Context: an optimization exercise on an open-source flow, tuned for small area, a short achievable clock period and few clock cycles per item. The choices shown serve that exercise and are no tape-out recipe.
RTL that was checked went through simulation tests only; none was proved equivalent to the original.
The RTL of runs 1 and 3 was laid out without a check of its function.
No activity file was given, so power comes from the tool's default toggle rates.

==> flow/design.v <==
`timescale 1ns / 1ps
package jrc_pkg;
  localparam int N_RANGES = 2;
  localparam int MAX_JETS = 16;
  localparam int Q_DEPTH  = 2;
  localparam int ADDR_W   = 6;
  localparam int DATA_W   = 64;
  localparam logic [16:0] WEIGHT_ONE  = 17'd65536;
  localparam logic [16:0] WEIGHT_HALF = 17'd32768;
  localparam logic [2:0] REG_PT_MIN  = 3'd0;
  localparam logic [2:0] REG_PT_MAX  = 3'd1;
  localparam logic [2:0] REG_MASK    = 3'd2;
  localparam logic [2:0] REG_FUZZY   = 3'd3;
  localparam logic [2:0] REG_E_INV   = 3'd4;
  localparam logic [2:0] REG_Y_INV   = 3'd5;
  localparam logic [2:0] REG_RANGES  = 3'd6;
  localparam logic [2:0] REG_COUNT   = 3'd7;
  typedef struct packed {
    logic               action;
    logic [3:0]         jet_number;
    logic [19:0]        jet_pt;
    logic signed [15:0] jet_rapidity;
    logic signed [15:0] rapidity_shift;
  } jrc_in_t;
  typedef struct packed {
    logic        matched;
    logic [16:0] cut_weight;
    logic [3:0]  held_jet;
  } jrc_out_t;
  typedef struct packed {
    logic               clear;
    logic               listed;
    logic [3:0]         jet_number;
    logic [19:0]        jet_pt;
    logic signed [15:0] rapidity;
  } jrc_job_t;
  typedef struct packed {
    logic [19:0] pt_minimum;
    logic [19:0] pt_maximum;
    logic        fuzzy_enable;
    logic [23:0] energy_width_inverse;
    logic [23:0] rapidity_width_inverse;
    logic [63:0] rapidity_ranges;
    logic [1:0]  range_count;
  } jrc_cfg_t;
endpackage
`timescale 1ns / 1ps
`timescale 1ns / 1ps
`timescale 1ns / 1ps
`timescale 1ns / 1ps
module fuzzy_jet_region_cut_unit (
  input  logic                          clk,
  input  logic                          rst_n,
  input  logic                          in_valid,
  output logic                          in_ready,
  input  jrc_pkg::jrc_in_t              in_data,
  output logic                          out_valid,
  input  logic                          out_ready,
  output jrc_pkg::jrc_out_t             out_data,
  input  logic                          psel,
  input  logic                          penable,
  input  logic                          pwrite,
  input  logic [jrc_pkg::ADDR_W-1:0]    paddr,
  input  logic [jrc_pkg::DATA_W-1:0]    pwdata,
  output logic [jrc_pkg::DATA_W-1:0]    prdata,
  output logic                          pready
);
  localparam logic [1:0] C_FAIL  = 2'd0;
  localparam logic [1:0] C_ONE   = 2'd1;
  localparam logic [1:0] C_HALF  = 2'd2;
  localparam logic [1:0] C_MAYBE = 2'd3;
  logic [19:0] pt_min_r;
  logic [19:0] pt_max_r;
  logic [15:0] mask_r;
  logic        fuzzy_r;
  logic [23:0] e_inv_r;
  logic [23:0] y_inv_r;
  logic [63:0] ranges_r;
  logic [1:0]  count_r;
  logic        swap0_r, swap1_r;     
  logic        wr_en;
  logic [2:0]  reg_idx;
  assign pready  = 1'b1;
  assign wr_en   = psel && penable && pwrite;
  assign reg_idx = paddr[5:3];
  always_ff @(posedge clk) begin
    if (!rst_n) begin
      pt_min_r <= 20'd0;
      pt_max_r <= 20'hFFFFF;
      mask_r   <= 16'd0;
      fuzzy_r  <= 1'b0;
      e_inv_r  <= 24'd1024;
      y_inv_r  <= 24'd320;
      ranges_r <= 64'd0;
      count_r  <= 2'd0;
      swap0_r  <= 1'b0;
      swap1_r  <= 1'b0;
    end else if (wr_en) begin
      case (reg_idx)
        jrc_pkg::REG_PT_MIN: pt_min_r <= pwdata[19:0];
        jrc_pkg::REG_PT_MAX: pt_max_r <= pwdata[19:0];
        jrc_pkg::REG_MASK:   mask_r   <= pwdata[15:0];
        jrc_pkg::REG_FUZZY:  fuzzy_r  <= pwdata[0];
        jrc_pkg::REG_E_INV:  e_inv_r  <= pwdata[23:0];
        jrc_pkg::REG_Y_INV:  y_inv_r  <= pwdata[23:0];
        jrc_pkg::REG_RANGES: begin
          ranges_r <= pwdata;
          swap0_r  <= $signed(pwdata[15:0]) > $signed(pwdata[31:16]);
          swap1_r  <= $signed(pwdata[47:32]) > $signed(pwdata[63:48]);
        end
        jrc_pkg::REG_COUNT:  count_r  <= pwdata[1:0];
        default: ;
      endcase
    end
  end
  always_comb begin
    case (reg_idx)
      jrc_pkg::REG_PT_MIN: prdata = 64'(pt_min_r);
      jrc_pkg::REG_PT_MAX: prdata = 64'(pt_max_r);
      jrc_pkg::REG_MASK:   prdata = 64'(mask_r);
      jrc_pkg::REG_FUZZY:  prdata = 64'(fuzzy_r);
      jrc_pkg::REG_E_INV:  prdata = 64'(e_inv_r);
      jrc_pkg::REG_Y_INV:  prdata = 64'(y_inv_r);
      jrc_pkg::REG_RANGES: prdata = ranges_r;
      jrc_pkg::REG_COUNT:  prdata = 64'(count_r);
      default:             prdata = '0;
    endcase
  end
  logic               job_v;
  logic               job_clear;
  logic               job_listed;
  logic [3:0]         job_num;
  logic [19:0]        job_pt;
  logic signed [15:0] job_y;
  logic signed [16:0] y_sum;
  logic signed [15:0] y_sat;
  logic               commit;
  always_comb begin
    y_sum = 17'(in_data.jet_rapidity) + 17'(in_data.rapidity_shift);
    if (y_sum[16] != y_sum[15]) begin
      y_sat = y_sum[16] ? 16'sh8000 : 16'sh7FFF;
    end else begin
      y_sat = y_sum[15:0];
    end
  end
  assign in_ready = !job_v || commit;
  always_ff @(posedge clk) begin
    if (!rst_n) begin
      job_v <= 1'b0;
    end else begin
      job_v <= (in_valid && in_ready) || (job_v && !commit);
    end
    if (in_ready) begin
      job_clear  <= in_data.action;
      job_listed <= (mask_r == 16'd0) || mask_r[in_data.jet_number];
      job_num    <= in_data.jet_number;
      job_pt     <= in_data.jet_pt;
      job_y      <= y_sat;
    end
  end
  function automatic logic [1:0] classify(input logic signed [20:0] d,
                                          input logic [15:0] sfx,
                                          input logic fz);
    logic        neg;
    logic        dz;
    logic [19:0] m;
    logic        big;
    logic [1:0]  c;
    neg = d[20];
    dz  = (d == 21'sd0);
    m   = neg ? ~d[19:0] : d[19:0];
    m[0] = m[0] | neg;
    big = 1'b0;
    for (int i = 0; i < 20; i++) begin
      big = big | (m[i] & sfx[(i >= 15) ? 0 : (15 - i)]);
    end
    if (!fz) begin
      c = (neg || dz) ? C_FAIL : C_ONE;
    end else if (!sfx[0] || dz) begin
      c = C_HALF;
    end else if (big) begin
      c = neg ? C_FAIL : C_ONE;
    end else begin
      c = C_MAYBE;
    end
    classify = c;
  endfunction
  function automatic logic [15:0] suffix_or(input logic [23:0] s);
    logic [15:0] r;
    for (int j = 0; j < 16; j++) begin
      r[j] = |(s >> j);
    end
    suffix_or = r;
  endfunction
  logic [15:0]        e_sfx, y_sfx;
  logic signed [15:0] lo0, hi0, lo1, hi1;
  logic [5:0][20:0]   d;
  logic [5:0][1:0]    cls;
  logic [5:0]         F, H, M;
  logic [1:0]         n_rng;
  always_comb begin
    e_sfx = suffix_or(e_inv_r);
    y_sfx = suffix_or(y_inv_r);
    lo0 = swap0_r ? ranges_r[31:16] : ranges_r[15:0];
    hi0 = swap0_r ? ranges_r[15:0]  : ranges_r[31:16];
    lo1 = swap1_r ? ranges_r[63:48] : ranges_r[47:32];
    hi1 = swap1_r ? ranges_r[47:32] : ranges_r[63:48];
    d[0] = {1'b0, job_pt} - {1'b0, pt_min_r};
    d[1] = {1'b0, pt_max_r} - {1'b0, job_pt};
    d[2] = 21'(job_y) - 21'(lo0);
    d[3] = 21'(hi0) - 21'(job_y);
    d[4] = 21'(job_y) - 21'(lo1);
    d[5] = 21'(hi1) - 21'(job_y);
    for (int b = 0; b < 6; b++) begin
      cls[b] = classify(d[b], (b < 2) ? e_sfx : y_sfx, fuzzy_r);
      F[b]   = (cls[b] == C_FAIL);
      H[b]   = (cls[b] == C_HALF);
      M[b]   = (cls[b] == C_MAYBE);
    end
    n_rng = (count_r == 2'd3) ? 2'd2 : count_r;
  end
  logic        tested;
  logic        slow;
  logic        pt_ok, r0_ok, r1_ok, r_ok;
  logic        r0_m;
  logic [2:0]  h_pt, h_all;
  logic        fast_pass;
  logic [16:0] fast_w;
  logic        full_r;
  logic        busy_r;
  always_comb begin
    tested = !job_clear && job_listed && !full_r;
    pt_ok  = !F[0] && !F[1];
    r0_ok  = !F[2] && !F[3];
    r1_ok  = !F[4] && !F[5];
    r0_m   = M[2] || (!F[2] && M[3]);
    slow   = M[0] || (!F[0] && M[1]) ||
             (pt_ok && (n_rng != 2'd0) &&
              (r0_m || ((n_rng == 2'd2) && !r0_ok && (M[4] || (!F[4] && M[5])))));
    r_ok   = (n_rng == 2'd0) || r0_ok || ((n_rng == 2'd2) && r1_ok);
    h_pt   = 3'(H[0]) + 3'(H[1]);
    if (n_rng == 2'd0) begin
      h_all = h_pt;
    end else if (r0_ok) begin
      h_all = h_pt + 3'(H[2]) + 3'(H[3]);
    end else begin
      h_all = h_pt + 3'(H[4]) + 3'(H[5]);
    end
    fast_pass = pt_ok && r_ok;
    fast_w    = fast_pass ? (jrc_pkg::WEIGHT_ONE >> h_all) : 17'd0;
  end
  logic [2:0]  pos_r, pos_nxt;
  logic [1:0]  ph_r, ph_nxt;
  logic        busy_nxt;
  logic        mul_r, mul_nxt;
  logic        mkind_r, mkind_nxt;      
  logic [1:0]  cnt_r, cnt_nxt;
  logic [16:0] w_r, w_nxt, rw_r, rw_nxt;
  logic [16:0] acc_r, acc_nxt;
  logic [15:0] lo_r, lo_nxt;
  logic [15:0] mx;
  logic [19:0] pp;
  logic [20:0] msum;
  logic        adv;
  logic [16:0] prod;
  logic        res_pass;
  logic [16:0] res_w;
  logic [1:0]  pcls;
  logic        pneg;
  logic        fpass;
  logic [16:0] fval;
  logic        fgen;
  logic [16:0] a_op;
  logic [16:0] a_half;
  logic        eng_done;
  logic        eng_pass;
  logic [16:0] eng_w;
  logic        out_free;
  logic        out_valid_r;
  logic        matched_r;
  logic [16:0] weight_r;
  logic [3:0]  held_r;
  assign out_free = !out_valid_r || out_ready;
  always_comb begin
    if (!mkind_r) begin
      case (pos_r)
        3'd0:    mx = d[0][15:0];
        3'd1:    mx = d[1][15:0];
        3'd2:    mx = d[2][15:0];
        3'd3:    mx = d[3][15:0];
        3'd4:    mx = d[4][15:0];
        default: mx = d[5][15:0];
      endcase
    end else begin
      mx = ((pos_r == 3'd3) || (pos_r == 3'd5)) ? rw_r[15:0] : w_r[15:0];
    end
    pp   = mx * lo_r[3:0];
    msum = acc_r + pp;
    case (pos_r)
      3'd0:    begin pcls = cls[0]; pneg = d[0][20]; end
      3'd1:    begin pcls = cls[1]; pneg = d[1][20]; end
      3'd2:    begin pcls = cls[2]; pneg = d[2][20]; end
      3'd3:    begin pcls = cls[3]; pneg = d[3][20]; end
      3'd4:    begin pcls = cls[4]; pneg = d[4][20]; end
      default: begin pcls = cls[5]; pneg = d[5][20]; end
    endcase
    fgen = 1'b0;
    if (pcls == C_MAYBE) begin
      if (pneg) begin
        fpass = (lo_r != 16'd0) && !lo_r[15];
        fval  = {1'b0, lo_r};
        fgen  = 1'b1;
      end else begin
        fpass = 1'b1;
        fval  = acc_r[0] ? jrc_pkg::WEIGHT_ONE : {1'b0, lo_r};
        fgen  = !acc_r[0];
      end
    end else begin
      fpass = (pcls != C_FAIL);
      fval  = (pcls == C_HALF) ? jrc_pkg::WEIGHT_HALF : jrc_pkg::WEIGHT_ONE;
    end
    a_op   = ((pos_r == 3'd3) || (pos_r == 3'd5)) ? rw_r : w_r;
    a_half = (a_op + 17'd1) >> 1;
    busy_nxt  = busy_r;
    pos_nxt   = pos_r;
    ph_nxt    = ph_r;
    mul_nxt   = mul_r;
    mkind_nxt = mkind_r;
    cnt_nxt   = cnt_r;
    w_nxt     = w_r;
    rw_nxt    = rw_r;
    acc_nxt   = acc_r;
    lo_nxt    = lo_r;
    eng_done  = 1'b0;
    eng_pass  = 1'b0;
    eng_w     = w_r;
    adv       = 1'b0;
    prod      = fval;
    if (!busy_r) begin
      if (job_v && tested && slow) begin
        busy_nxt = 1'b1;
        ph_nxt   = 2'd0;
        mul_nxt  = 1'b0;
        rw_nxt   = jrc_pkg::WEIGHT_ONE;
        if (M[0]) begin
          pos_nxt = 3'd0;
          w_nxt   = jrc_pkg::WEIGHT_ONE;
        end else if (M[1]) begin
          pos_nxt = 3'd1;
          w_nxt   = H[0] ? jrc_pkg::WEIGHT_HALF : jrc_pkg::WEIGHT_ONE;
        end else begin
          w_nxt = jrc_pkg::WEIGHT_ONE >> h_pt;
          if (r0_m) begin
            pos_nxt = M[2] ? 3'd2 : 3'd3;
            rw_nxt  = (!M[2] && H[2]) ? jrc_pkg::WEIGHT_HALF : jrc_pkg::WEIGHT_ONE;
          end else begin
            pos_nxt = M[4] ? 3'd4 : 3'd5;
            rw_nxt  = (!M[4] && H[4]) ? jrc_pkg::WEIGHT_HALF : jrc_pkg::WEIGHT_ONE;
          end
        end
      end
    end else if (mul_r) begin
      acc_nxt = msum[20:4];
      lo_nxt  = {msum[3:0], lo_r[15:4]};
      cnt_nxt = cnt_r + 2'd1;
      if (cnt_r == 2'd3) begin
        mul_nxt = 1'b0;
        ph_nxt  = mkind_r ? 2'd2 : 2'd1;
      end
    end else if (pos_r == 3'd6) begin
      if (ph_r == 2'd2) begin
        eng_done = 1'b1;
        eng_pass = 1'b1;
        eng_w    = {1'b0, acc_r[15:0]};
      end else if (w_r[16]) begin
        eng_done = 1'b1;
        eng_pass = 1'b1;
        eng_w    = rw_r;
      end else if (rw_r[16]) begin
        eng_done = 1'b1;
        eng_pass = 1'b1;
        eng_w    = w_r;
      end else if (rw_r == jrc_pkg::WEIGHT_HALF) begin
        eng_done = 1'b1;
        eng_pass = 1'b1;
        eng_w    = a_half;
      end else begin
        mul_nxt   = 1'b1;
        mkind_nxt = 1'b1;
        cnt_nxt   = 2'd0;
        acc_nxt   = 17'(jrc_pkg::WEIGHT_HALF);
        lo_nxt    = rw_r[15:0];
      end
    end else if ((pcls == C_MAYBE) && (ph_r == 2'd0)) begin
      mul_nxt   = 1'b1;
      mkind_nxt = 1'b0;
      cnt_nxt   = 2'd0;
      acc_nxt   = 17'(jrc_pkg::WEIGHT_HALF);
      lo_nxt    = (pos_r < 3'd2) ? e_inv_r[15:0] : y_inv_r[15:0];
    end else if (ph_r != 2'd2 && !fpass) begin
      if (pos_r >= 3'd2 && pos_r <= 3'd3 && n_rng == 2'd2) begin
        pos_nxt = 3'd4;
        ph_nxt  = 2'd0;
        rw_nxt  = jrc_pkg::WEIGHT_ONE;
      end else begin
        eng_done = 1'b1;
        eng_pass = 1'b0;
      end
    end else begin
      adv  = 1'b1;
      prod = fval;
      if (ph_r == 2'd2) begin
        prod = {1'b0, acc_r[15:0]};
      end else if (pos_r == 3'd0 || pos_r == 3'd2 || pos_r == 3'd4) begin
        prod = fval;
      end else if (a_op[16]) begin
        prod = fval;
      end else if (fval[16]) begin
        prod = a_op;
      end else if (!fgen) begin
        prod = a_half;
      end else begin
        adv       = 1'b0;
        mul_nxt   = 1'b1;
        mkind_nxt = 1'b1;
        cnt_nxt   = 2'd0;
        acc_nxt   = 17'(jrc_pkg::WEIGHT_HALF);
      end
      if (adv) begin
        ph_nxt = 2'd0;
        case (pos_r)
          3'd0: begin
            w_nxt   = prod;
            pos_nxt = 3'd1;
          end
          3'd1: begin
            w_nxt = prod;
            if (n_rng == 2'd0) begin
              eng_done = 1'b1;
              eng_pass = 1'b1;
              eng_w    = prod;
            end else begin
              pos_nxt = 3'd2;
              rw_nxt  = jrc_pkg::WEIGHT_ONE;
            end
          end
          3'd2, 3'd4: begin
            rw_nxt  = prod;
            pos_nxt = pos_r + 3'd1;
          end
          default: begin
            rw_nxt  = prod;
            pos_nxt = 3'd6;
          end
        endcase
      end
    end
    if (eng_done && !out_free) begin
      busy_nxt  = busy_r;
      pos_nxt   = pos_r;
      ph_nxt    = ph_r;
      w_nxt     = w_r;
      rw_nxt    = rw_r;
      mul_nxt   = mul_r;
    end else if (eng_done) begin
      busy_nxt = 1'b0;
    end
  end
  assign commit   = job_v && out_free && (busy_r ? eng_done : !(tested && slow));
  assign res_pass = busy_r ? eng_pass : fast_pass;
  assign res_w    = busy_r ? eng_w : fast_w;
  always_ff @(posedge clk) begin
    if (!rst_n) begin
      busy_r      <= 1'b0;
      out_valid_r <= 1'b0;
      full_r      <= 1'b0;
      weight_r    <= jrc_pkg::WEIGHT_ONE;
      held_r      <= 4'd0;
    end else begin
      busy_r      <= busy_nxt;
      out_valid_r <= commit || (out_valid_r && !out_ready);
      if (commit) begin
        if (job_clear) begin
          full_r <= 1'b0;
        end else if (tested) begin
          full_r   <= res_pass;
          weight_r <= res_pass ? res_w : 17'd0;
          if (res_pass) held_r <= job_num;
        end
      end
    end
    if (commit) begin
      matched_r <= !job_clear && tested && res_pass;
    end
    pos_r   <= pos_nxt;
    ph_r    <= ph_nxt;
    mul_r   <= mul_nxt;
    mkind_r <= mkind_nxt;
    cnt_r   <= cnt_nxt;
    w_r     <= w_nxt;
    rw_r    <= rw_nxt;
    acc_r   <= acc_nxt;
    lo_r    <= lo_nxt;
  end
  assign out_valid          = out_valid_r;
  assign out_data.matched    = matched_r;
  assign out_data.cut_weight = weight_r;
  assign out_data.held_jet   = held_r;
endmodule
`timescale 1ns / 1ps
module jet_region_cut (
  input  logic        clk,
  input  logic        rst_n,
  input  logic        in_valid,
  output logic        in_ready,
  input  logic [56:0] in_data,
  output logic        out_valid,
  input  logic        out_ready,
  output logic [21:0] out_data,
  input  logic        psel,
  input  logic        penable,
  input  logic        pwrite,
  input  logic [5:0]  paddr,
  input  logic [63:0] pwdata,
  output logic [63:0] prdata,
  output logic        pready
);
  jrc_pkg::jrc_in_t  in_s;
  jrc_pkg::jrc_out_t out_s;
  assign in_s     = in_data;
  assign out_data = out_s;
  fuzzy_jet_region_cut_unit u_unit (
    .clk       (clk),
    .rst_n     (rst_n),
    .in_valid  (in_valid),
    .in_ready  (in_ready),
    .in_data   (in_s),
    .out_valid (out_valid),
    .out_ready (out_ready),
    .out_data  (out_s),
    .psel      (psel),
    .penable   (penable),
    .pwrite    (pwrite),
    .paddr     (paddr),
    .pwdata    (pwdata),
    .prdata    (prdata),
    .pready    (pready)
  );
endmodule
==> flow/run.sh <==
#!/bin/bash
# synth_recipe.tcl (not shown) runs the flow's synth.tcl, then flattens the netlist and writes it again
# the make line also repeats each setting of config.mk as NAME=value (left out here)
make -C /OpenROAD-flow-scripts/flow DESIGN_CONFIG=/design/flow/config.mk WORK_HOME=/design/flow/orfs CLKGATE_MAP_FILE= SYNTH_SCRIPT=/design/flow/synth_recipe.tcl finish
==> flow/config.mk <==
export PLATFORM = sky130hd
export DESIGN_NAME = jet_region_cut
export DESIGN_NICKNAME = jet_region_cut
export VERILOG_FILES = /design/flow/design.v
export SDC_FILE = /design/flow/constraint.sdc
export NUM_CORES = 4
export LEC_CHECK = 0
export CAP_MARGIN = 20
export CORE_MARGIN = 2
export CORE_UTILIZATION = 40
export SLEW_MARGIN = 20
==> flow/constraint.sdc <==
create_clock -name core_clock -period 12.5 [get_ports {clk}]
set_input_delay 2.5000 -clock core_clock [delete_from_list [all_inputs] [get_ports {clk}]]
set_output_delay 2.5000 -clock core_clock [all_outputs]
set_load 0.01 [all_outputs]
==> results of run 1 <==
==> cell families after synthesis <==
family	after synthesis
adders and majority gates	247
buffers and inverters	421
other	1
and+or+nand+nor	1436
AOI/OAI and AO/OA	1122
xor gates and xnor gates	121
DFF	317
muxes	171
==> synthesized netlist by cell type (19+ instances only) <==
master	instances
sky130_fd_sc_hd__clkbuf_1	172
sky130_fd_sc_hd__nor2b_1	43
sky130_fd_sc_hd__o211ai_1	44
sky130_fd_sc_hd__and3_1	31
sky130_fd_sc_hd__nand2_1	595
sky130_fd_sc_hd__nor3_1	74
sky130_fd_sc_hd__a21o_1	50
sky130_fd_sc_hd__o2111ai_1	21
sky130_fd_sc_hd__xor2_1	40
sky130_fd_sc_hd__nand2b_1	38
sky130_fd_sc_hd__nor4_1	35
sky130_fd_sc_hd__o21a_1	31
sky130_fd_sc_hd__fa_1	53
sky130_fd_sc_hd__edfxtp_1	119
sky130_fd_sc_hd__inv_1	212
sky130_fd_sc_hd__buf_1	20
sky130_fd_sc_hd__nand3_1	78
sky130_fd_sc_hd__mux2_2	54
sky130_fd_sc_hd__mux2i_1	110
sky130_fd_sc_hd__nor2_1	292
sky130_fd_sc_hd__xnor2_1	81
sky130_fd_sc_hd__or3_1	36
sky130_fd_sc_hd__a211oi_1	55
sky130_fd_sc_hd__dfxtp_1	198
sky130_fd_sc_hd__a31oi_1	29
sky130_fd_sc_hd__a21oi_1	426
sky130_fd_sc_hd__ha_1	194
sky130_fd_sc_hd__nand4_1	29
sky130_fd_sc_hd__o22ai_1	19
sky130_fd_sc_hd__and2_1	94
sky130_fd_sc_hd__o21bai_1	20
sky130_fd_sc_hd__o21ai_0	190
==> worst max-delay path: cells and delay by family (launching register included) <==
family	cells	cell delay [ns]
compound gates	8	2.37
fa+ha+maj	1	0.42
buf+inv	2	1.00
flops	1	0.81
mux	2	0.86
simple gates	6	2.43
==> routing by layer <==
metal	vias to the layer above	GRT usage, %	share of wire (%)
li1	14080	-	-
met1	14500	41.33	43
met2	1486	47.49	44
met3	274	5.359	8.8
met4	6	12.07	4.6
met5	-	0	0.036
==> layout make-up <==
cell class	count	area, um^2	share of cell area [%]
tap	959	1200	3.535
multi-input combinational	3098	20500	60.39
clock inverter	16	165.2	0.4866
inverter	215	809.5	2.385
sequential	317	7537	22.21
clock buffer	57	1157	3.410
timing repair buffer	271	2570	7.572
antenna	2	5.005	0.01475
==> state kept, by name, indices dropped and copies added, names as in the netlist, 20 cells and up <==
register,flops
u_unit.pt_min_r,20
u_unit.y_inv_r,24
u_unit.job_pt,20
u_unit.pt_max_r,20
u_unit.ranges_r,64
u_unit.e_inv_r,24
==> worst paths after layout <==
kind	to	cells past startpoint	from	slack, ns
worst max-delay path	in_ready	19	u_unit.swap0_r	1.53
worst min-delay path	u_unit.weight_r[10]	2	u_unit.weight_r[10]	0.45
worst max register to register	u_unit.acc_r[15]	29	u_unit.swap0_r	3.29
worst min register to register	u_unit.weight_r[10]	2	u_unit.weight_r[10]	0.45
==> through the flow <==
step                worst slack, ns  hold slack, ns
finish                        1.528          0.4520
global placement              2.427          0.4270
global route                  1.180          0.4735
CTS                           1.678          0.4498
floorplan                     3.412          0.4363
detailed placement            2.326          0.4427
==> power by group <==
part	switching [uW]	internal, uW	leakage, uW
Clock	492	690	0.000645
Combinational	837	489	0.00966
Sequential	49.3	1100	0.00278
Total	1380	2280	0.0131
==> reports/qor.txt, run 1 <==
buffers added on ports - 218
simple-gate portion of the synthesized area - 22.84%
placed cell count - 4860
data arrival time of the critical path - 8.47 ns
cell area after layout - 33940 um^2
Post-Syn Area per Cell - 7.707 um^2
TritonCTS sink count - 317
unrepaired setup endpoints after global routing - no
Final Skew - 0.02113 ns
final count of pins violating max slew - 0
adder-cell share of the synthesized area - 11.80%
top cells by area in the synthesized netlist - sky130_fd_sc_hd__dfxtp_1, sky130_fd_sc_hd__edfxtp_1, sky130_fd_sc_hd__ha_1, sky130_fd_sc_hd__nand2_1, sky130_fd_sc_hd__a21oi_1
synthesized-area fraction occupied by ao, oa, aoi and oai cells - 24.48%
data required time at the worst endpoint - 10.00 ns
insertion delay of the later-clocked pin in the worst-skew pair - 0.59 ns
achievable clock frequency - 91.14 MHz
clock-pin slew on the worst setup and hold paths - 0.06 ns
I/O Pins - 223
register bit count reported by yosys - 317
power density normalized to cell area - 107.9 nW/um^2
Seq/Total Area, Yosys - 25.49%
area of placed instances - 32590 um^2
total number of nets in the final design - 4324
Post-CTS Setup Inserts - 0
Max Root-Sink Buffers - 3
cell with the largest stage delay on the worst path - sky130_fd_sc_hd__dfxtp_1
Hold Buf Count CTS - 0
wire length of the first global-routing pass - 176.0 mm
combinational family with the most area after synthesis - compound AO/OA/AOI/OAI gates
Critical Path Start Type - flop
maximum level of the CTS H-tree - 2
maximum number of pins on one net before global-route repair - 68
post-layout utilization of the core - 46.44%
Filler Cells Inserted - 7347
final-report hold violation count - 0
status - complete, no violations
DP Wirelength - 91.60 mm
share of final-layout standard cells stronger than drive strength 1 - 6.165%
total of warnings raised by yosys - 1
Total Routing Usage GR - 30.34%
peak supply drop - 0.08769 mV
worst hold path type - flop to flop
post-route minimum period - 10.97 ns
Synth top area share - 13.41%
post-synth design cell area - 29560 um^2
TritonCTS clock tree - yes
number of buffers added by the clock tree synthesis step - 40
area of the die - 76100 um^2
count of antenna-violating nets left after detailed routing - 0
number of nets produced by synthesis - 4217
number of DRC violations after detailed routing - 0
flip-flop cell with the highest count after synthesis - sky130_fd_sc_hd__dfxtp_1
Total Power Consumption - 3663 uW
layout overhead on the synthesized area - 14.80%
Placement Rows - 99
setup violators final - 0
number of vias per cell after detailed routing - 6.150
DR vias - 30350
wirelength, routed - 118.2 mm
number of gates resized after CTS - 0
First-pass DRT Iterations - 19
antenna violations before repair - 5
transition time of the tightest slew-check pin - 1.379 ns
Root Buffer Master - sky130_fd_sc_hd__clkbuf_16
Final Instance Count excl. Fillers - 4935
most frequent cells in the layout - sky130_fd_sc_hd__nand2_1, sky130_fd_sc_hd__a21oi_1, sky130_fd_sc_hd__nor2_1
post-synth cell types - 102
Mapped Cells - 3836
final cycle utilization of the critical path - 87.78%
max-capacitance violation count - 0
initial standard-cell utilization of the core - 40.45%
DRC marker count from the first detailed-route iteration - 3066
crit path kind - flop to output pin
post-synthesis cell type with the largest combined area - sky130_fd_sc_hd__dfxtp_1
gp weighted congestion - 1.009
crit-path cells - buf_4 -> mux2_2 -> ha_1 -> a21o_1 -> a211oi_1 -> nor4b_1 -> nor3_1 -> or4_1 -> nor4_1 -> a21o_1 -> o22ai_1 -> o2bb2ai_1 -> o211a_2 -> a21bo_1 -> mux2_2 -> o2111ai_1 -> nand4_1 -> nand2_2 -> clkdlybuf4s50_1
leading cell type in the layout, fill and taps excluded - sky130_fd_sc_hd__nand2_1
Pleak - 0.01308 uW
XOR/XNOR share of the synthesized area - 3.585%
grt total ovfl - 0
number of synthesized flops with an enable pin - 119
width of the die - 275.9 um
area of the core region - 73080 um^2
proportion of synthesized area in mux cells - 6.314%
kind of end point of the critical path - output pin
Max FO, Critical Path - 18
Die Height - 275.9 um
sum of negative setup slack - 0 ns
Async SR Flop Fraction - 0%
worst slew margin relative to its limit - 7.837%
routed length per instance - 23.94 um
delay of the slowest critical-path stage - 0.81 ns
via count of the first global-routing pass - 27900
==> run 2: changes to the inputs <==
--- a/flow/design.v
+++ b/flow/design.v
@@ -143,19 +143,50 @@
       y_sat = y_sum[15:0];
     end
   end
-  assign in_ready = !job_v || commit;
+  logic               skid_v;
+  logic               skid_clear;
+  logic               skid_listed;
+  logic [3:0]         skid_num;
+  logic [19:0]        skid_pt;
+  logic signed [15:0] skid_y;
+  logic               in_listed;
+  logic               job_take;
+  assign in_ready  = !skid_v;
+  assign in_listed = (mask_r == 16'd0) || mask_r[in_data.jet_number];
+  assign job_take  = !job_v || commit;
   always_ff @(posedge clk) begin
     if (!rst_n) begin
-      job_v <= 1'b0;
+      job_v  <= 1'b0;
+      skid_v <= 1'b0;
     end else begin
-      job_v <= (in_valid && in_ready) || (job_v && !commit);
+      if (job_take) begin
+        job_v  <= skid_v || in_valid;
+        skid_v <= 1'b0;
+      end else if (in_valid && !skid_v) begin
+        skid_v <= 1'b1;
+      end
+    end
+    if (job_take) begin
+      if (skid_v) begin
+        job_clear  <= skid_clear;
+        job_listed <= skid_listed;
+        job_num    <= skid_num;
+        job_pt     <= skid_pt;
+        job_y      <= skid_y;
+      end else begin
+        job_clear  <= in_data.action;
+        job_listed <= in_listed;
+        job_num    <= in_data.jet_number;
+        job_pt     <= in_data.jet_pt;
+        job_y      <= y_sat;
+      end
     end
-    if (in_ready) begin
-      job_clear  <= in_data.action;
-      job_listed <= (mask_r == 16'd0) || mask_r[in_data.jet_number];
-      job_num    <= in_data.jet_number;
-      job_pt     <= in_data.jet_pt;
-      job_y      <= y_sat;
+    if (!skid_v) begin
+      skid_clear  <= in_data.action;
+      skid_listed <= in_listed;
+      skid_num    <= in_data.jet_number;
+      skid_pt     <= in_data.jet_pt;
+      skid_y      <= y_sat;
     end
   end
   function automatic logic [1:0] classify(input logic signed [20:0] d,
@@ -266,6 +297,7 @@
   logic        res_pass;
   logic [16:0] res_w;
   logic [1:0]  pcls;
+  logic [15:0] pd;
   logic        pneg;
   logic        fpass;
   logic [16:0] fval;
@@ -283,26 +315,19 @@
   assign out_free = !out_valid_r || out_ready;
   always_comb begin
     if (!mkind_r) begin
-      case (pos_r)
-        3'd0:    mx = d[0][15:0];
-        3'd1:    mx = d[1][15:0];
-        3'd2:    mx = d[2][15:0];
-        3'd3:    mx = d[3][15:0];
-        3'd4:    mx = d[4][15:0];
-        default: mx = d[5][15:0];
-      endcase
+      mx = (pos_r < 3'd2) ? e_inv_r[15:0] : y_inv_r[15:0];
     end else begin
       mx = ((pos_r == 3'd3) || (pos_r == 3'd5)) ? rw_r[15:0] : w_r[15:0];
     end
     pp   = mx * lo_r[3:0];
     msum = acc_r + pp;
     case (pos_r)
-      3'd0:    begin pcls = cls[0]; pneg = d[0][20]; end
-      3'd1:    begin pcls = cls[1]; pneg = d[1][20]; end
-      3'd2:    begin pcls = cls[2]; pneg = d[2][20]; end
-      3'd3:    begin pcls = cls[3]; pneg = d[3][20]; end
-      3'd4:    begin pcls = cls[4]; pneg = d[4][20]; end
-      default: begin pcls = cls[5]; pneg = d[5][20]; end
+      3'd0:    begin pcls = cls[0]; pneg = d[0][20]; pd = d[0][15:0]; end
+      3'd1:    begin pcls = cls[1]; pneg = d[1][20]; pd = d[1][15:0]; end
+      3'd2:    begin pcls = cls[2]; pneg = d[2][20]; pd = d[2][15:0]; end
+      3'd3:    begin pcls = cls[3]; pneg = d[3][20]; pd = d[3][15:0]; end
+      3'd4:    begin pcls = cls[4]; pneg = d[4][20]; pd = d[4][15:0]; end
+      default: begin pcls = cls[5]; pneg = d[5][20]; pd = d[5][15:0]; end
     endcase
     fgen = 1'b0;
     if (pcls == C_MAYBE) begin
@@ -396,7 +421,7 @@
       mkind_nxt = 1'b0;
       cnt_nxt   = 2'd0;
       acc_nxt   = 17'(jrc_pkg::WEIGHT_HALF);
-      lo_nxt    = (pos_r < 3'd2) ? e_inv_r[15:0] : y_inv_r[15:0];
+      lo_nxt    = pd;
     end else if (ph_r != 2'd2 && !fpass) begin
       if (pos_r >= 3'd2 && pos_r <= 3'd3 && n_rng == 2'd2) begin
         pos_nxt = 3'd4;
==> run 2 against run 1 <==
  * Clock power is 14% higher
  * Design area is 5.7% higher
  * Via count is 1.6% higher
  * Utilization is 0.21 points lower
  * Largest power group unchanged
==> reports/qor.txt, run 2 <==
top cells by area in the synthesized netlist - sky130_fd_sc_hd__dfxtp_1, sky130_fd_sc_hd__edfxtp_1, sky130_fd_sc_hd__ha_1, sky130_fd_sc_hd__nand2_1, sky130_fd_sc_hd__a21oi_1
max-capacitance violation count - 0
width of the die - 284.1 um
Root Buffer Master - sky130_fd_sc_hd__clkbuf_16
number of DRC violations after detailed routing - 0
Post-Syn Area per Cell - 7.918 um^2
Total Routing Usage GR - 29.32%
achievable clock frequency - 119.5 MHz
delay of the slowest critical-path stage - 0.93 ns
post-layout utilization of the core - 46.23%
Pleak - 0.01367 uW
Total Power Consumption - 4063 uW
I/O Pins - 223
antenna violations before repair - 0
clock network fraction of design power - 33.0%
post-synthesis cell type with the largest combined area - sky130_fd_sc_hd__dfxtp_1
DP Wirelength - 96.20 mm
Max Root-Sink Buffers - 3
data arrival time of the critical path - 8.78 ns
proportion of synthesized area in mux cells - 7.098%
Post-Place Worst Slack - 4.259 ns
DRC marker count from the first detailed-route iteration - 3008
XOR/XNOR share of the synthesized area - 4.047%
final count of pins violating max slew - 0
number of nets produced by synthesis - 4344
unrepaired setup endpoints after global routing - no
layout overhead on the synthesized area - 14.31%
hold path cells - 2
flip-flop cell with the highest count after synthesis - sky130_fd_sc_hd__dfxtp_1
worst slew margin relative to its limit - 23.51%
area of the core region - 77590 um^2
area of placed instances - 34340 um^2
Combinational Power Share - 34.5%
TritonCTS clock tree - yes
DR vias - 30830
First-pass DRT Iterations - 8
Seq/Total Area, Yosys - 26.76%
final cycle utilization of the critical path - 66.93%
adder-cell share of the synthesized area - 11.53%
Synth top area share - 15.38%
Post-CTS Setup Inserts - 0
buffers added on ports - 218
smallest setup slack after layout - 4.134 ns
register bit count reported by yosys - 360
maximum number of pins on one net before global-route repair - 95
insertion delay of the later-clocked pin in the worst-skew pair - 0.63 ns
TritonCTS sink count - 360
Hold Buf Count CTS - 0
post-synth design cell area - 31380 um^2
total of warnings raised by yosys - 1
Placement Rows - 102
wirelength, routed - 123.4 mm
switching power - 1521 uW
initial standard-cell utilization of the core - 40.44%
data required time at the worst endpoint - 12.92 ns
Max FO, Critical Path - 44
gp weighted congestion - 0.9932
Final Skew - 0.02793 ns
post-synth cell types - 105
transition time of the tightest slew-check pin - 1.147 ns
post-route minimum period - 8.366 ns
top cells by instance count after synthesis - sky130_fd_sc_hd__nand2_1, sky130_fd_sc_hd__a21oi_1, sky130_fd_sc_hd__nor2_1
synthesized-area fraction occupied by ao, oa, aoi and oai cells - 23.61%
internal power - 2542 uW
crit-path cells - buf_4 -> mux2_2 -> ha_1 -> or3_1 -> a21oi_1 -> o21ai_0 -> a21oi_1 -> a2111oi_0 -> a211oi_1 -> o2111ai_1 -> nand4b_1 -> nand2_1 -> inv_1 -> a21oi_4 -> nor3_1 -> a31oi_1 -> nand4b_1 -> a21bo_2 -> buf_4 -> nor3_1
kind of end point of the critical path - flop
fraction of power consumed by sequential logic - 32.5%
routed length per instance - 24.08 um
net switching share of the total power - 37.43%
number of vias per cell after detailed routing - 6.012
combinational family with the most area after synthesis - compound AO/OA/AOI/OAI gates
peak supply drop - 0.1098 mV
sum of negative setup slack - 0 ns
number of synthesized flops with an enable pin - 119
largest register by flop count - u_unit.ranges_r
cell area after layout - 35870 um^2
grt total ovfl - 0
number of gates resized after CTS - 0
via count of the first global-routing pass - 28460
Regs by FF count - u_unit.ranges_r: 64 flops, u_unit.e_inv_r: 24 flops, u_unit.y_inv_r: 24 flops
most frequent cells in the layout - sky130_fd_sc_hd__nand2_1, sky130_fd_sc_hd__a21oi_1, sky130_fd_sc_hd__nor2_1
clock-pin slew on the worst setup and hold paths - 0.06 ns
power density normalized to cell area - 113.3 nW/um^2
leading cell type by number of instances after synthesis - sky130_fd_sc_hd__nand2_1
crit path kind - flop to flop
number of buffers added by the clock tree synthesis step - 45
Mapped Cells - 3963
maximum level of the CTS H-tree - 2
count of antenna-violating nets left after detailed routing - 0
wire length of the first global-routing pass - 181.6 mm
setup violators final - 0
total number of nets in the final design - 4430
Async SR Flop Fraction - 0%
final-report hold violation count - 0
share of final-layout standard cells stronger than drive strength 1 - 6.681%
Die Height - 284.1 um
status - complete, no violations
leading cell type in the layout, fill and taps excluded - sky130_fd_sc_hd__nand2_1
worst hold path type - flop to flop
simple-gate portion of the synthesized area - 21.50%
area of the die - 80700 um^2
worst r2r path cells - 20
number of flip-flops under the largest register name - 64
Critical Path Start Type - flop
cell with the largest stage delay on the worst path - sky130_fd_sc_hd__a21oi_1
==> run 2: changes by cell type after synthesis, sizes merged, moves of 13 or more <==
cell	change
dfxtp	+43
a21oi	-42
mux2	+20
nor2	-18
mux2i	+17
nand2	+17
o211ai	+15
o21ai	-14
or3	-14
xnor2	+14
maj3	+13
==> run 2: cells by family after synthesis <==
family / after synthesis
simple gates: 1430
compound gates: 1123
buf+inv: 437
flops: 360
fa+ha+maj: 260
mux: 207
xor+xnor: 145
other cells: 1
==> run 2: per-stage QoR <==
stage,hold WS [ns],cells
floorplan,0.4298,3963
CTS,0.4579,5126
finish,0.4548,5127
global route,0.4763,5126
detailed placement,0.4490,5042
global placement,0.4426,5042
==> run 2: final timing paths <==
kind                      start            endpoint  slack, ns
max              u_unit.swap1_r       u_unit.skid_v       4.13
min          u_unit.skid_listed  u_unit.skid_listed       0.45
max reg2reg      u_unit.swap1_r       u_unit.skid_v       4.13
min reg2reg  u_unit.skid_listed  u_unit.skid_listed       0.45
==> run 2: layout make-up <==
cell class | instances | area, um^2
Clock inverter | 18 | 182.7
Clock buffer | 66 | 1329
Sequential cell | 360 | 8399
Tap cell | 1040 | 1301
Inverter | 215 | 809.5
Fill cell | 7884 | 41720
Timing Repair Buffer | 261 | 2490
Multi-Input combinational cell | 3166 | 21360
Antenna cell | 1 | 2.502
==> run 2: routing by layer <==
metal,routed length [um],up-vias,global-route usage (%)
li1,-,14500,-
met1,52840,14750,39.43
met3,10060,257,5.393
met4,5252,0,11.41
met5,0,-,0
met2,55290,1320,46.55
==> run 2: worst max-delay path, delay by kind of cell, from the launching register on <==
kind	cells	cell delay, ns
mux	1	0.39
fa+ha+maj	1	0.25
buf+inv	3	0.84
simple gates	6	2.26
flops	1	0.68
compound gates	9	3.70
==> run 2: power groups by stage <==
stage / sequential, uW / clock (uW) / combinational [uW]
after floorplan: 1310 / 0 / 929
after global placement: 1340 / 0 / 1360
after detailed placement: 1340 / 0 / 1360
after CTS: 1320 / 1360 / 1370
after global routing: 1320 / 1400 / 1500
final: 1320 / 1340 / 1400
Testbench counts of run 2, summed over its fixed seeds: cycles 9,969, items 7,756.
==> run 3: changes to the inputs <==
--- a/flow/design.v
+++ b/flow/design.v
@@ -265,10 +265,11 @@
     r0_ok  = !F[2] && !F[3];
     r1_ok  = !F[4] && !F[5];
     r0_m   = M[2] || (!F[2] && M[3]);
-    slow   = M[0] || (!F[0] && M[1]) ||
-             (pt_ok && (n_rng != 2'd0) &&
-              (r0_m || ((n_rng == 2'd2) && !r0_ok && (M[4] || (!F[4] && M[5])))));
     r_ok   = (n_rng == 2'd0) || r0_ok || ((n_rng == 2'd2) && r1_ok);
+    slow   = pt_ok && r_ok &&
+             (M[0] || M[1] ||
+              ((n_rng != 2'd0) &&
+               (r0_m || ((n_rng == 2'd2) && !r0_ok && (M[4] || (!F[4] && M[5]))))));
     h_pt   = 3'(H[0]) + 3'(H[1]);
     if (n_rng == 2'd0) begin
       h_all = h_pt;
@@ -290,8 +291,8 @@
   logic [16:0] acc_r, acc_nxt;
   logic [15:0] lo_r, lo_nxt;
   logic [15:0] mx;
-  logic [19:0] pp;
-  logic [20:0] msum;
+  logic [23:0] pp;
+  logic [24:0] msum;
   logic        adv;
   logic [16:0] prod;
   logic        res_pass;
@@ -319,7 +320,7 @@
     end else begin
       mx = ((pos_r == 3'd3) || (pos_r == 3'd5)) ? rw_r[15:0] : w_r[15:0];
     end
-    pp   = mx * lo_r[3:0];
+    pp   = mx * lo_r[7:0];
     msum = acc_r + pp;
     case (pos_r)
       3'd0:    begin pcls = cls[0]; pneg = d[0][20]; pd = d[0][15:0]; end
@@ -385,10 +386,10 @@
         end
       end
     end else if (mul_r) begin
-      acc_nxt = msum[20:4];
-      lo_nxt  = {msum[3:0], lo_r[15:4]};
+      acc_nxt = msum[24:8];
+      lo_nxt  = {msum[7:0], lo_r[15:8]};
       cnt_nxt = cnt_r + 2'd1;
-      if (cnt_r == 2'd3) begin
+      if (cnt_r[0]) begin
         mul_nxt = 1'b0;
         ph_nxt  = mkind_r ? 2'd2 : 2'd1;
       end
--- a/flow/config.mk
+++ b/flow/config.mk
@@ -8,4 +8,5 @@
 export CAP_MARGIN = 20
 export CORE_MARGIN = 2
 export CORE_UTILIZATION = 40
+export SETUP_SLACK_MARGIN = 5
 export SLEW_MARGIN = 20
==> run 3 against run 2 <==
  * Still clean
  * Clock-buffer cell count is 12 lower
  * Clock power down 3%
  * Combinational power is 6% higher
  * Sequential share of layout area down 1.7 points
  * Final cell count up 6.7%
  * Largest power group unchanged
==> reports/qor.txt, run 3 <==
antenna violations before repair - 2
count of antenna-violating nets left after detailed routing - 0
Pleak - 0.01496 uW
max-capacitance violation count - 0
kind of end point of the critical path - output pin
worst hold path type - flop to flop
largest register by flop count - u_unit.ranges_r
post-synth design cell area - 33550 um^2
data required time at the worst endpoint - 10.00 ns
post-synth cell types - 125
DRC marker count from the first detailed-route iteration - 3450
Placement Rows - 106
Die Height - 293.6 um
achievable clock frequency - 134.2 MHz
crit path kind - primary input to output pin
leading cell type in the layout, fill and taps excluded - sky130_fd_sc_hd__nand2_1
TritonCTS sink count - 359
number of synthesized flops with an enable pin - 118
maximum level of the CTS H-tree - 2
DP Wirelength - 100.4 mm
worst hold margin - 0.4494 ns
Final Skew - 0.06831 ns
number of buffers added by the clock tree synthesis step - 44
number of diodes added for antenna fixing - 0
final-report hold violation count - 0
gp weighted congestion - 1.014
via count of the first global-routing pass - 30500
area of placed instances - 36680 um^2
clock-pin slew on the worst setup and hold paths - 0.06 ns
Max Root-Sink Buffers - 3
top cells by instance count after synthesis - sky130_fd_sc_hd__nand2_1, sky130_fd_sc_hd__a21oi_1, sky130_fd_sc_hd__inv_1
data arrival time of the critical path - 4.95 ns
hold path cells - 1
cell area after layout - 38560 um^2
worst slew margin relative to its limit - 25.27%
unrepaired setup endpoints after global routing - yes
post-route minimum period - 7.450 ns
peak supply drop - 0.09414 mV
buffers added on ports - 218
final cycle utilization of the critical path - 59.60%
Post-Syn Area per Cell - 7.910 um^2
wire length of the first global-routing pass - 191.2 mm
width of the die - 293.6 um
Final Instance Count excl. Fillers - 5470
top cells by area in the synthesized netlist - sky130_fd_sc_hd__dfxtp_1, sky130_fd_sc_hd__edfxtp_1, sky130_fd_sc_hd__ha_1, sky130_fd_sc_hd__nand2_1, sky130_fd_sc_hd__fa_1
wirelength, routed - 128.7 mm
leading cell type by number of instances after synthesis - sky130_fd_sc_hd__nand2_1
transition time of the tightest slew-check pin - 1.114 ns
worst r2r path cells - 22
placed cell count - 5380
Async SR Flop Fraction - 0%
Root Buffer Master - sky130_fd_sc_hd__clkbuf_16
total of warnings raised by yosys - 1
number of flip-flops under the largest register name - 64
area of the die - 86200 um^2
number of nets produced by synthesis - 4697
area of the core region - 83290 um^2
layout overhead on the synthesized area - 14.93%
flip-flop cell with the highest count after synthesis - sky130_fd_sc_hd__dfxtp_1
Mapped Cells - 4241
number of DRC violations after detailed routing - 0
TritonCTS clock tree - yes
Total Routing Usage GR - 29.02%
Total Power Consumption - 4100 uW
Critical Path Start Type - primary input
Regs by FF count - u_unit.ranges_r: 64 flops, u_unit.e_inv_r: 24 flops, u_unit.y_inv_r: 24 flops
register bit count reported by yosys - 359
most frequent cells in the layout - sky130_fd_sc_hd__nand2_1, sky130_fd_sc_hd__a21oi_1, sky130_fd_sc_hd__inv_1
I/O Pins - 223
setup violators final - 0
share of final-layout standard cells stronger than drive strength 1 - 7.813%
DR vias - 32920
number of vias per cell after detailed routing - 6.019
Filler Cells Inserted - 8428
sum of negative setup slack - 0 ns
post-synthesis cell type with the largest combined area - sky130_fd_sc_hd__dfxtp_1
grt total ovfl - 0
Max FO, Critical Path - 58
total number of nets in the final design - 4812
insertion delay of the later-clocked pin in the worst-skew pair - 0.63 ns
maximum number of pins on one net before global-route repair - 89
initial standard-cell utilization of the core - 40.28%
status - complete, no violations
final count of pins violating max slew - 0
Seq/Total Area, Yosys - 24.94%
First-pass DRT Iterations - 8
Synth top area share - 14.38%
routed length per instance - 23.53 um
power density normalized to cell area - 106.3 nW/um^2
[run 3: changes by cell type after synthesis, sizes merged, moves of 14 or more]
| cell | previous run | this run |
|---|---|---|
| o21ai | 179 | 220 |
| nand2 | 614 | 653 |
| o21a | 39 | 25 |
| inv | 215 | 307 |
| nand3 | 83 | 97 |
| nor3 | 70 | 92 |
| nor2 | 274 | 301 |
| and2 | 91 | 131 |
| fa | 53 | 110 |
| o211ai | 59 | 40 |
| ha | 194 | 212 |
| xor2 | 50 | 36 |
[run 3: path summary, 6_finish.rpt]
kind | from | endpoint | slack (ns)
min | u_unit.weight_r[0] | u_unit.weight_r[0] | 0.45
max | paddr[3] | prdata[4] | 5.05
min reg2reg | u_unit.weight_r[0] | u_unit.weight_r[0] | 0.45
max reg2reg | u_unit.swap0_r | u_unit.w_r[11] | 5.22
[run 3: power by group]
group	internal, uW	switching, uW
Sequential	1260	57.5
Combinational	537	946
Clock	746	555
Total	2540	1560
[run 3: stage by stage]
step | worst slack [ns] | utilization (%)
6_report | 5.050 | 46.29
2_1_floorplan | 5.152 | -
3_5_place_dp | 4.055 | 44.03
4_1_cts | 5.001 | 46.00
3_3_place_gp | 4.111 | 44.03
5_1_grt | 4.918 | 46.29
[run 3: repair_timing]
action                     CTS  global route
gates cloned                 1             1
pin swaps                    1            10
setup endpoints to repair   87           151
hold buffers                 0             0
resized for setup           27            43
buffers inserted             5             3
[run 3: area by class of cell]
cell class | instances | area (um^2) | share of cell area (%)
Inverter | 308 | 1159 | 3.005
Clock inverter | 26 | 262.8 | 0.6814
Tap cell | 1080 | 1351 | 3.505
Multi-Input combinational cell | 3364 | 23540 | 61.04
Sequential cell | 359 | 8371 | 21.71
Timing Repair Buffer | 279 | 2688 | 6.970
Clock buffer | 54 | 1190 | 3.086
[run 3: critical path, cell delays in order]
cell	delay, ns
sky130_fd_sc_hd__buf_2	0.07
sky130_fd_sc_hd__buf_4	0.56
sky130_fd_sc_hd__nor2b_2	0.26
sky130_fd_sc_hd__buf_4	0.37
sky130_fd_sc_hd__a21oi_1	0.20
sky130_fd_sc_hd__a21oi_1	0.33
sky130_fd_sc_hd__clkdlybuf4s50_1	0.60
[run 3: logic make-up after synthesis]
| logic type | synth area share [%] |
|---|---|
| fa+ha+maj | 14.86 |
| buf+inv | 5.911 |
| compound gates | 21.97 |
| other cells | 0.01118 |
| mux | 6.598 |
| xor+xnor | 3.342 |
| simple gates | 22.37 |
| flops | 24.94 |
[run 3: per-layer routing]
metal	GRT usage, %	routed length (um)
met5	0	0
met1	39.61	54740
met4	13.15	6591
met3	4.758	10520
met2	44.96	56870

-- re-timing with driven ports --
In the flow no input, the clock included, has a driving cell. The finished layouts below were timed again as built, in two steps.
Step 1, drivers: a clkbuf_16 drives clk and a buf_2 each remaining input, both assumed.
Step 2 moves the port delays by t, midway between the first and last clock arrival at a register: inputs arrive t later, outputs are due t later. That takes back most of the time a late clock gives input paths.
Three values: ideal ports, drivers, drivers and shift; two values: the first two.
run | shift t [ns] | setup WS [ns] | latest minus earliest clock arrival (ns) | worst data-port slew with drivers (ns)
run 1 | 0.641 | 1.528 / 1.461 / 2.103 | 0.021 / 0.021 | 0.04
run 2 | 0.683 | 4.134 / 4.134 / 4.134 | 0.028 / 0.028 | 0.07
run 3 | 0.663 | 5.050 / 5.025 / 5.025 | 0.068 / 0.069 | 0.07
After both steps every run listed still meets setup and hold. The setup slack of run 3, which loses most, moves by -0.025 ns with the drivers and by -0.025 ns with both steps.
